Context: an optimization exercise on an open-source flow, tuned for small area, a short achievable clock period and few clock cycles per item. The choices shown serve that exercise and are no tape-out recipe. Only simulation tests tie the RTL to the original design; equivalence was not proved. The clock port is modelled as an ideal driver, which makes a skipped or thinned clock tree look cheaper than it is; a real chip needs a root buffer or a tree. Power and IR drop assume default switching activity.

// at_response_line_parser_unit
module at_response_line_parser_unit (
	input  logic         clk,
	input  logic         arst_n,
	input  logic         in_valid,
	input  logic [7:0]   in_data,
	output logic         in_ready,
	output logic         out_valid,
	input  logic         out_ready,
	output logic [1:0]   out_kind,
	output logic [7:0]   out_byte,
	output logic         out_line_ok,
	output logic [15:0]  out_bad_line_count,
	output logic         out_last
);
	logic       emit;
	logic [1:0] r_kind;
	logic [7:0] r_byte;
	logic       r_ok;
	logic       r_last;
	logic       rej;
	atrlp_core u_core (
		.clk      (clk),
		.arst_n   (arst_n),
		.in_valid (in_valid),
		.in_data  (in_data),
		.in_ready (in_ready),
		.ov       (out_valid),
		.ordy     (out_ready),
		.emit     (emit),
		.r_kind   (r_kind),
		.r_byte   (r_byte),
		.r_ok     (r_ok),
		.r_last   (r_last),
		.rej      (rej)
	);
	atrlp_outq u_outq (
		.clk                (clk),
		.arst_n             (arst_n),
		.emit               (emit),
		.r_kind             (r_kind),
		.r_byte             (r_byte),
		.r_ok               (r_ok),
		.r_last             (r_last),
		.rej                (rej),
		.out_valid          (out_valid),
		.out_ready          (out_ready),
		.out_kind           (out_kind),
		.out_byte           (out_byte),
  ...
clock: 14.0 ns
lec_check: 0
cap_margin: 20
core_margin: 2
core_utilization: 40
gpl_routability_driven: 1
place_density: 0.6
slew_margin: 20
synth_hierarchical: 1
synth_minimum_keep_size: 0
standard.sh (not shown) runs the stock make flow with config.mk's settings and CLKGATE_MAP_FILE= SYNTH_SCRIPT=/design/flow/synth_recipe.tcl, a recipe that flattens the netlist after the stock synthesis.
==> flow/flow/run.sh <==
#!/bin/bash
# The standard layout with these changes:
#  - synthesis maps logic with ABC's delay-targeted 'map' (flow/map.abc);
#  - the ports get plain sky130_fd_sc_hd__buf_1 buffers;
#  - the clock tree is one level: the flip-flops are split into 4 groups by position and
#    each group gets a clkbuf_16 driven from the clock port (flow/clock_tree.tcl), in
#    place of ORFS's CTS step;
#  - timing repair after placement and after global routing only resizes gates, and aims
#    at 10.5 ns of setup slack at the design's 14 ns clock (ORFS's own repair aims at
#    0 ns, which every path meets with room to spare).
set -euo pipefail
work=$PWD
# Synthesis: the standard flow's script, with the logic mapped by flow/map.abc (delay-targeted 'map')
# instead of ORFS's abc_speed script.
cat > "$work/my_synth.tcl" <<EOT
proc abc {args} {
  set i [lsearch \$args -script]
  if {\$i >= 0} { lset args [expr {\$i + 1}] $work/flow/map.abc }
  yosys abc {*}\$args
}
source $work/synth_recipe.tcl
EOT
sed "s#SYNTH_SCRIPT=[^ ]*#SYNTH_SCRIPT=$work/my_synth.tcl#" standard.sh > my_standard.sh
export BUFFER_PORTS_ARGS="-buffer_cell sky130_fd_sc_hd__buf_1"
bash my_standard.sh place > flow_place.log 2>&1
export SETUP_SLACK_MARGIN=10.5
export SETUP_MOVE_SEQUENCE=sizeup,swap
RESULTS_DIR=$work/orfs/results/sky130hd/at_response_line_parser_unit/base \
LIB_FILE=$FLOW_HOME/platforms/sky130hd/lib/sky130_fd_sc_hd__tt_025C_1v80.lib \
PLATFORM_DIR=$FLOW_HOME/platforms/sky130hd \
DONT_USE_CELLS="$(make -s -C $FLOW_HOME DESIGN_CONFIG=$work/config.mk WORK_HOME=$work/orfs print-DONT_USE_CELLS | sed 's/^DONT_USE_CELLS: //')" \
CLK_GROUPS=4 CLK_CELL=sky130_fd_sc_hd__clkbuf_16 \
  openroad -no_init -exit flow/clock_tree.tcl > flow_clock_tree.log 2>&1
bash my_standard.sh finish > flow_finish.log 2>&1
Other scripts of this flow, unchanged in this note and not shown: flow/flow/clock_tree.tcl, flow/flow/map.abc
The baseline went through all stages and came out clean.
Testbench counts at the start, summed over its fixed seeds: cycles 71,637, bytes 57,729.
Edit:
--- a/flow/design.v
+++ b/flow/design.v
@@ -141,24 +141,25 @@
 	localparam logic [7:0] CH_EQ    = 8'h3D;
 	localparam logic [7:0] CH_UA    = 8'h41;
 	localparam logic [7:0] CH_UR    = 8'h52;
 	localparam logic [7:0] CH_UT    = 8'h54;
 	localparam logic [7:0] CH_BS    = 8'h5C;
 	localparam logic [7:0] CH_LA    = 8'h61;
 	localparam logic [7:0] CH_LN    = 8'h6E;
 	localparam logic [7:0] CH_LR    = 8'h72;
 	localparam logic [7:0] CH_LT    = 8'h74;
 	localparam logic [2:0] PH_START = 3'd0;  
 	localparam logic [2:0] PH_ONE_U = 3'd1;  
 	localparam logic [2:0] PH_ONE_L = 3'd2;  
+	localparam logic [2:0] PH_AT    = 3'd3;  
 	localparam logic [2:0] PH_REQ   = 3'd4;  
 	localparam logic [2:0] PH_ANS   = 3'd5;  
 	localparam logic [2:0] PH_SKIP  = 3'd6;  
 	localparam logic [2:0] PH_BAD   = 3'd7;  
 	localparam logic [2:0] FS_H0  = 3'd0;
 	localparam logic [2:0] FS_H1  = 3'd1;
 	localparam logic [2:0] FS_H2  = 3'd2;
 	localparam logic [2:0] FS_P1  = 3'd3;
 	localparam logic [2:0] FS_P1H = 3'd4;
 	localparam logic [2:0] FS_P2H = 3'd5;
 	localparam logic [2:0] FS_P3  = 3'd6;
 	logic [2:0] ph_q, ph_d;
@@ -329,29 +330,34 @@
 					else if (x == CH_UA)
 						ph_d = PH_ONE_U;
 					else if (x == CH_LA)
 						ph_d = PH_ONE_L;
 					else
 						ph_d = PH_BAD;
 				end
 				PH_ONE_U, PH_ONE_L: begin
 					if ((ph_q == PH_ONE_U && x == CH_UT) || (ph_q == PH_ONE_L && x == CH_LT)) begin
 						emit   = 1'b1;
 						r_byte = CH_UA;
 						fin    = 1'b0;
-						ph_d   = PH_REQ;
+						ph_d   = PH_AT;
 					end else begin
 						ph_d = PH_BAD;
 					end
 				end
+				PH_AT: begin
+					emit   = 1'b1;
+					r_byte = CH_UT;
+					ph_d   = PH_REQ;
+				end
 				PH_REQ: begin
 					if (mp_q == 2'd2 && x == CH_EQ) begin
 						ph_d = PH_ANS;
 					end else if (mp_q == 2'd1 && x == CH_LR) begin
 						mp_d = 2'd2;
 					end else if (mp_q == 2'd2) begin
 						emit   = 1'b1;
 						r_byte = CH_BS;
 						fin    = 1'b0;
 						mp_d   = 2'd3;
 					end else if (mp_q != 2'd0) begin
 						emit   = 1'b1;
The changed run passed the timing, design-rule and antenna checks.
Wire length is higher by a little under a tenth.
Clock skew is higher by 0.0094 ns.
Global-route usage is higher by 0.89 points.
Worst setup slack loses 0.0035 ns.
Final area is higher slightly.
Total power is higher slightly.
Synthesized area is higher slightly.
Clock power is higher slightly.
Utilization is lower by 0.69 points.
Testbench counts after the change, summed over its fixed seeds: cycles 71,637, bytes 57,729.
No run of this note takes its clock network from TritonCTS; it comes from the design's own scripts or RTL.

## afterwards: timing with drivers on the ports
The results above use ideal ports. As a check the final layouts listed here were re-extracted and re-timed, cells and wires unchanged. Step 1 (the two cells are an assumption about what drives the block):
set clk [get_ports {clk}]
set_driving_cell -lib_cell sky130_fd_sc_hd__clkbuf_16 $clk
set_driving_cell -lib_cell sky130_fd_sc_hd__buf_2 [delete_from_list [all_inputs] $clk]
Step 2, shift: input delay + t, output delay - t, t = (earliest + latest rising clock arrival at the registers) / 2. This alone moves slack from input paths to output paths. a / b / c = no drivers / after step 1 / after step 2; a / b = the first two.
run | t, ns | setup WS [ns] | latest minus earliest clock arrival (ns) | slew at the worst register clock pin (ns)
the first run | 0.214 | 10.418 / 10.333 / 10.266 | 0.021 / 0.021 | 0.07 / 0.07
the second run | 0.219 | 10.414 / 10.326 / 10.292 | 0.030 / 0.030 | 0.08 / 0.08
After both steps every run listed still meets setup and hold. For the first run, which loses most, drivers alone change the setup slack by -0.085 ns; drivers and shift together by -0.152 ns.
